This design comes from an exercise in tuning for small area and a short achievable clock period on the open sky130 flow, not from production work.
Function was checked by simulation only, so behaviour that the tests miss may differ from the original.
Power is estimated from default activity; no workload was simulated.

File: flow/run.sh
#!/bin/bash
# synth_recipe.tcl (not shown) runs the flow's synth.tcl, then flattens the netlist and writes it again
# the make line also repeats each setting of config.mk as NAME=value (left out here)
make -C /OpenROAD-flow-scripts/flow DESIGN_CONFIG=/design/flow/config.mk WORK_HOME=/design/flow/orfs CLKGATE_MAP_FILE= SYNTH_SCRIPT=/design/flow/synth_recipe.tcl finish
File: flow/config.mk
export PLATFORM = sky130hd
export DESIGN_NAME = mem_io_bus
export DESIGN_NICKNAME = mem_io_bus
export VERILOG_FILES = /design/flow/design.v
export SDC_FILE = /design/flow/constraint.sdc
export NUM_CORES = 4
export LEC_CHECK = 0
export CAP_MARGIN = 20
export CORE_MARGIN = 2
export CORE_UTILIZATION = 30
export SETUP_SLACK_MARGIN = 0.15
export SLEW_MARGIN = 20
File: flow/constraint.sdc
create_clock -name core_clock -period 7.0 [get_ports {CLK}]
set_input_delay 1.4000 -clock core_clock [delete_from_list [all_inputs] [get_ports {CLK}]]
set_output_delay 1.4000 -clock core_clock [all_outputs]
set_load 0.01 [all_outputs]
File: flow/design.v
module mem_io_bus #(
  parameter int               WIDTH       = 32,
  parameter int               DATA_DEPTH  = 8,
  parameter int               IO_SIZE     = 4,
  parameter logic [WIDTH-1:0] IO_BASE     = 32'h0001_0000,
  parameter int               WAIT_STATES = 1
) (
  input  logic                     CLK,
  input  logic                     RST_N,
  input  logic [WIDTH-1:0]         req_addr,
  input  logic [WIDTH-1:0]         req_wdata,
  input  logic [2:0]               req_len,
  input  logic                     req_read,
  input  logic                     req_write,
  output logic                     stall,
  output logic [WIDTH-1:0]         rdata,
  output logic                     err,
  output logic [IO_SIZE*WIDTH-1:0] io_out,
  input  logic [WIDTH-1:0]         io_in
);
  typedef enum logic [1:0] {
    S_IDLE = 2'd0,
    S_WAIT = 2'd1,
    S_DONE = 2'd2
  } state_t;
  localparam int               RAM_BYTES = 1 << DATA_DEPTH;
  localparam logic [3:0]       WS_INIT   = (WAIT_STATES == 0) ? 4'd0 : 4'(WAIT_STATES - 1);
  localparam logic [WIDTH-1:0] TMR_IDX   = WIDTH'(IO_SIZE);
  localparam logic [WIDTH-1:0] IN_IDX    = WIDTH'(IO_SIZE + 1);
  function automatic logic [WIDTH-1:0] merge_lanes(input logic [WIDTH-1:0] old_v,
                                                   input logic [WIDTH-1:0] new_v,
                                                   input logic [3:0]       mask);
    logic [WIDTH-1:0] res;
    for (int b = 0; b < 4; b++) begin
      res[8*b +: 8] = mask[b] ? new_v[8*b +: 8] : old_v[8*b +: 8];
    end
    merge_lanes = res;
  endfunction
  state_t           state_q, state_d;
  logic [3:0]       cnt_q, cnt_d;
  logic [WIDTH-1:0] addr_q, addr_d;
  logic [WIDTH-1:0] wdata_q, wdata_d;
  logic [2:0]       len_q, len_d;
  logic             wr_q, wr_d;
  logic [WIDTH-1:0] timer_q, timer_d;
  logic [WIDTH-1:0] io_q [IO_SIZE];
  logic [WIDTH-1:0] io_d [IO_SIZE];
  logic [7:0]       ram_q [RAM_BYTES];
  logic [1:0]            lane_s;
  logic [WIDTH-1:0]      widx_s;
  logic [DATA_DEPTH-3:0] ram_w_s;
  logic                  ram_hit_s;
  logic                  io_rgn_s;
  logic                  len_ok_s;
  logic                  misal_s;
  logic [3:0]            mask_s;
  logic [WIDTH-1:0]      wsh_s;
  logic                  err_s;
  logic                  done_s;
  logic                  do_wr_s;
  logic [WIDTH-1:0]      rword_s;
  logic [WIDTH-1:0]      sh_s;
  logic [WIDTH-1:0]      ld_s;
  always_comb begin
    lane_s    = addr_q[1:0];
    ram_w_s   = addr_q[DATA_DEPTH-1:2];
    widx_s    = (addr_q - IO_BASE) >> 2;
    ram_hit_s = (addr_q[WIDTH-1:DATA_DEPTH] == '0);
    io_rgn_s  = !ram_hit_s && (addr_q >= IO_BASE) && (widx_s <= IN_IDX);
    len_ok_s  = 1'b1;
    misal_s   = 1'b0;
    mask_s    = 4'b0000;
    wsh_s     = wdata_q;
    case (len_q)
      3'b000, 3'b100: begin
        len_ok_s = (len_q == 3'b000) || !wr_q;
        mask_s   = 4'b0001 << lane_s;
        wsh_s    = {4{wdata_q[7:0]}};
      end
      3'b001, 3'b101: begin
        len_ok_s = (len_q == 3'b001) || !wr_q;
        misal_s  = addr_q[0];
        mask_s   = 4'b0011 << lane_s;
        wsh_s    = {2{wdata_q[15:0]}};
      end
      3'b010: begin
        misal_s = (lane_s != 2'b00);
        mask_s  = 4'b1111;
      end
      default: begin
        len_ok_s = 1'b0;
      end
    endcase
    err_s   = !(ram_hit_s || io_rgn_s) || misal_s || !len_ok_s;
    done_s  = (state_q == S_DONE);
    do_wr_s = done_s && wr_q && !err_s;
  end
  always_comb begin
    rword_s = '0;
    if (ram_hit_s) begin
      rword_s = {ram_q[{ram_w_s, 2'd3}], ram_q[{ram_w_s, 2'd2}],
                 ram_q[{ram_w_s, 2'd1}], ram_q[{ram_w_s, 2'd0}]};
    end else if (io_rgn_s) begin
      if (widx_s == TMR_IDX) begin
        rword_s = timer_q;
      end else if (widx_s == IN_IDX) begin
        rword_s = io_in;
      end else begin
        for (int k = 0; k < IO_SIZE; k++) begin
          if (widx_s == WIDTH'(k)) begin
            rword_s = io_q[k];
          end else begin
            rword_s = rword_s;
          end
        end
      end
    end else begin
      rword_s = '0;
    end
    sh_s = rword_s >> {lane_s, 3'b000};
    case (len_q)
      3'b000:                 ld_s = {{(WIDTH-8){sh_s[7]}}, sh_s[7:0]};
      3'b100:                 ld_s = {{(WIDTH-8){1'b0}}, sh_s[7:0]};
      3'b001:                 ld_s = {{(WIDTH-16){sh_s[15]}}, sh_s[15:0]};
      3'b101:                 ld_s = {{(WIDTH-16){1'b0}}, sh_s[15:0]};
      3'b010:                 ld_s = sh_s;
      default:                ld_s = '0;
    endcase
  end
  assign stall = RST_N && (req_read || req_write) && (state_q != S_DONE);
  assign err   = done_s && err_s;
  assign rdata = (done_s && !err_s && !wr_q) ? ld_s : '0;
  always_comb begin
    state_d = state_q;
    cnt_d   = cnt_q;
    addr_d  = addr_q;
    wdata_d = wdata_q;
    len_d   = len_q;
    wr_d    = wr_q;
    case (state_q)
      S_IDLE: begin
        if (req_read || req_write) begin
          addr_d  = req_addr;
          wdata_d = req_wdata;
          len_d   = req_len;
          wr_d    = req_write;
          cnt_d   = WS_INIT;
          state_d = (WAIT_STATES == 0) ? S_DONE : S_WAIT;
        end else begin
          state_d = S_IDLE;
        end
      end
      S_WAIT: begin
        if (cnt_q == 4'd0) begin
          state_d = S_DONE;
        end else begin
          cnt_d = cnt_q - 4'd1;
        end
      end
      S_DONE:  state_d = S_IDLE;
      default: state_d = S_IDLE;
    endcase
    timer_d = (do_wr_s && io_rgn_s && (widx_s == TMR_IDX)) ?
              merge_lanes(timer_q, wsh_s, mask_s) : timer_q + 32'd1;
    for (int k = 0; k < IO_SIZE; k++) begin
      io_d[k] = (do_wr_s && io_rgn_s && (widx_s == WIDTH'(k))) ?
                merge_lanes(io_q[k], wsh_s, mask_s) : io_q[k];
    end
  end
  always_ff @(posedge CLK or negedge RST_N) begin
    if (!RST_N) begin
      state_q <= S_IDLE;
      cnt_q   <= 4'd0;
      addr_q  <= '0;
      wdata_q <= '0;
      len_q   <= 3'd0;
      wr_q    <= 1'b0;
      timer_q <= '0;
      for (int k = 0; k < IO_SIZE; k++) io_q[k] <= '0;
    end else begin
      state_q <= state_d;
      cnt_q   <= cnt_d;
      addr_q  <= addr_d;
      wdata_q <= wdata_d;
      len_q   <= len_d;
      wr_q    <= wr_d;
      timer_q <= timer_d;
      for (int k = 0; k < IO_SIZE; k++) io_q[k] <= io_d[k];
    end
  end
  always_ff @(posedge CLK) begin
    if (do_wr_s && ram_hit_s) begin
      for (int b = 0; b < 4; b++) begin
        if (mask_s[b]) ram_q[{ram_w_s, 2'(b)}] <= wsh_s[8*b +: 8];
      end
    end
  end
  always_comb begin
    io_out = '0;
    for (int k = 0; k < IO_SIZE; k++) io_out[k*WIDTH +: WIDTH] = io_q[k];
  end
endmodule
==> flow_metrics.env <==
export IMPL_antenna_found_initial=11
export IMPL_layout_commonest_cell="edfxtp_1"
export IMPL_min_path_type="input pin to async pin"
export IMPL_syn_area_um2=91700
export IMPL_finalSetupViolCount=0
export IMPL_insertion_delay_ps=900
export IMPL_timing_rr_end="io_q[1][4]"
export IMPL_fmax_mhz=146
export IMPL_final_nets=5546
export IMPL_synth_flop_cell="edfxtp_1"
export IMPL_synth_edff_count=2048
export IMPL_place_congestion=0.988
export IMPL_startpoint_type="flip-flop"
export IMPL_via_per_inst=5.37
export IMPL_cts_buffer_depth=3
export IMPL_most_common_layout_cells="edfxtp_1, mux4_2, nor2_1"
export IMPL_numCtsBuffers=221
export IMPL_tns_ps=0
export IMPL_coreArea_um2=304000
export IMPL_yosysSeqAreaShare_pct=73.5
export IMPL_syn_to_final_growth_pct=19.1
export IMPL_ir_drop_v=0.000307
export IMPL_crit_type="flip-flop to output port"
export IMPL_die_width_um=557
export IMPL_drtIter0Drc=7344
export IMPL_die_area_um2=310000
export IMPL_drc=0
export IMPL_drive_gt1_share_pct=27.1
export IMPL_io_pins=265
export IMPL_cp_max_fo=11
export IMPL_rsz0062_at_grt="yes"
export IMPL_grt_max_degree=74
export IMPL_num_rows=202
export IMPL_grt_pass1_wl_mm=409
export IMPL_track_usage_pct=18.6
export IMPL_tightestPinTransition_ps=1130
export IMPL_report_final_hold_viol_count=0
export IMPL_status="finished clean"
export IMPL_cts_tree="done"
export IMPL_finalCritPeriodShare_pct=98.1
export IMPL_cts_hold_buf=0
export IMPL_max_slew_margin_pct=24.1
export IMPL_drv_cap=0
export IMPL_power_density_nw_per_um2=417
export IMPL_skew_ps=75.9
export IMPL_critPathCapture="rdata[0]"
export IMPL_utilization_pct=36.0
export IMPL_worst_r2r_startpoint="addr_q[22]"
export IMPL_synthesis_instances=4833
export IMPL_r2r_slack_ps=2290
export IMPL_reg2reg_depth=11
export IMPL_die_h_um=557
export IMPL_leakage_nw=35.2
export IMPL_cp_arrival_ps=5460
export IMPL_finalCriticalPeriod_ps=6860
export IMPL_wl_per_cell_um=30.3
export IMPL_startpoint="addr_q[4]"
export IMPL_dr_pass1_iters=8
export IMPL_grt_pass1_vias=51000
export IMPL_root_buffer="clkbuf_16"
export IMPL_clock_sink_count=2282
export IMPL_syn_area_per_cell_um2=19.0
export IMPL_end_kind="output port"
export IMPL_synth_seq_cells=2282
export IMPL_dp_hpwl_mm=204
export IMPL_num_vias=52100
export IMPL_postRouteAntennaNets=0
export IMPL_required_ps=5600
export IMPL_numPortBuffers=264
export IMPL_ys_async_sr_fraction_pct=10.3
export IMPL_yosysUniqueCellTypes=91
export IMPL_drv_slew=0
export IMPL_synth_fp_nets=4939
export IMPL_yosysWarnings=3
export IMPL_initial_core_util_pct=30.2
export IMPL_grt_overflow=0
export IMPL_htreeDepth=4
export IMPL_clk_pin_slew_ps=70
export IMPL_drt_total_wl_mm=294
synthesized netlist by cell type (5+ instances only):
cell type  number  share of area (%)
edfxtp_1     2048                 67
mux4_2        567                 14
nor2_1        401                1.6
nand2_1       320                1.3
dfrtp_1       234                6.4
o21ai_0       145               0.79
mux2i_1       130                1.4
clkbuf_1      117               0.48
mux2_2        106                1.3
a21oi_1        84               0.46
buf_2          79               0.43
buf_4          54               0.44
a22oi_1        39               0.32
inv_1          36               0.15
nand3_1        35               0.19
a221oi_1       31               0.30
nor3_1         27               0.15
a211oi_1       22               0.18
and3_1         22               0.15
o22ai_1        22               0.15
buf_1          16              0.066
a2111oi_0      15               0.14
and2_1         15               0.10
nand2b_1       13              0.089
o211ai_1       13               0.11
a31oi_1        12              0.082
a32oi_1        12               0.11
nor4_1         12              0.082
a311oi_1       11               0.11
a222oi_1       10               0.11
nor2b_1        10              0.068
or3_1          10              0.068
o221ai_1        9              0.086
nand4_1         8              0.055
buf_6           7              0.086
nor4_2          7              0.096
a221o_1         6              0.066
o2111ai_1       6              0.057
o21ai_1         6              0.033
o21ai_2         6              0.057
or2_2           6              0.041
a21o_1          5              0.041
a22o_1          5              0.048
or4_1           5              0.041
worst min path at each step:
stage / start / endpoint / slack, ps / cells after the start
global placement: cnt_q[0] / cnt_q[0] / 480 / 1
floorplan: cnt_q[0] / cnt_q[0] / 460 / 1
global route: RST_N / wdata_q[5] / 470 / 1
finish: RST_N / io_q[1][4] / 450 / 1
CTS: RST_N / wdata_q[5] / 420 / 1
detailed placement: wdata_q[30] / wdata_q[30] / 500 / 1
state kept, by name (all words and copies together), names as in the netlist:
name,cells
wr_q,1
len_q,3
timer_q,32
io_q,128
wdata_q,32
ram_q,2048
addr_q,32
state_q,2
cnt_q,4
report_power, final:
part	total [mW]	switching [mW]	internal, mW
clock network	12.1	5.35	6.78
registers	18.2	0.273	17.9
logic	15.2	10.0	5.12
worst max-delay path, cell delays in order, from the launching register on:
cell and delay (ps):
dfrtp_4 610, or4_1 620, buf_4 220, nor2_1 360, buf_4 240, nand4_1 310, o211ai_1 320, a211oi_2 160
a211oi_1 460, buf_4 310, nor2b_1 170, a2111oi_1 70, buf_4 190, clkdlybuf4s50_1 490
cell type report:
class	instances	area [um^2]
clock buffers	261	5770
fillers	28000	194000
clock inverters	152	1570
diodes	4	10.0
repair buffers	657	6070
inverters	40	183
well taps	4080	5100
flip-flops and latches	2282	67400
multi-input cells	2238	23100
per-layer routing:
| layer | up-vias | GRT usage, % | part of all wire (%) |
|---|---|---|---|
| met1 | 27500 | 25.2 | 40 |
| met4 | 6 | 8.57 | 5.1 |
| met3 | 623 | 3.72 | 9.5 |
| met5 | - | 0 | 0.012 |
| met2 | 3075 | 28.8 | 46 |
| li1 | 20900 | - | - |
through the flow:
| stage | cells | hold WS [ps] | setup WS (ps) | instance area, um^2 | power, mW |
|---|---|---|---|---|---|
| 2_1_floorplan | 4833 | 463 | 2330 | 91700 | 26.6 |
| 3_3_place_gp | 9268 | 476 | 334 | 101000 | 32.9 |
| 3_5_place_dp | 9269 | 497 | 294 | 101000 | 33.2 |
| 4_1_cts | 9700 | 422 | 111 | 109000 | 45.4 |
| 5_1_grt | 9711 | 467 | 98.8 | 109000 | 46.8 |
| 6_report | 9714 | 446 | 136 | 109000 | 45.5 |
kinds of logic (layout without fill, tap and decap cells):
| family | after synthesis | after routing | share of synthesized area, % |
|---|---|---|---|
| muxes | 803 | 803 | 16.6 |
| buffers and inverters | 313 | 1110 | 1.67 |
| adders and majority gates | 3 | 3 | 0.0409 |
| and+or+nand+nor | 922 | 922 | 4.42 |
| other | 0 | 4 | 0 |
| DFF | 2282 | 2282 | 73.5 |
| AOI/OAI and AO/OA | 507 | 507 | 3.73 |
| xor gates and xnor gates | 3 | 3 | 0.0287 |
what timing repair did:
item | CTS | global route
resized for setup | 33 | 22
buffers inserted | 17 | 7
pin swaps | 1 | 2
endpoints found under the setup margin | 30 | 22
endpoints found under the hold margin | 0 | 0
cloned | 1 | 0

## re-timing with driven ports
No port has a modelled driver above. Below, the same layout with a new extraction and two added sets of constraints.
Step 1 assumes that a clkbuf_16 drives the clock port and a buf_2 every other input.
Step 2 adds t to the input delays and takes it off the output delays; t is the mean of the earliest and latest rising clock arrival at the registers after step 1. Input paths then give back, and output paths get back, about the clock's delay inside the block.
Slacks: ideal / step 1 / step 2; pairs: ideal / step 1.
t, ns: 0.956
setup WS [ns]: 0.136 / 0.045 / 1.001
worst hold slack (ns): 0.446 / 0.408 / 0.511
After both steps setup and hold are still met in this run. For this run, drivers alone change the setup slack by -0.091 ns; drivers and shift together by +0.865 ns.
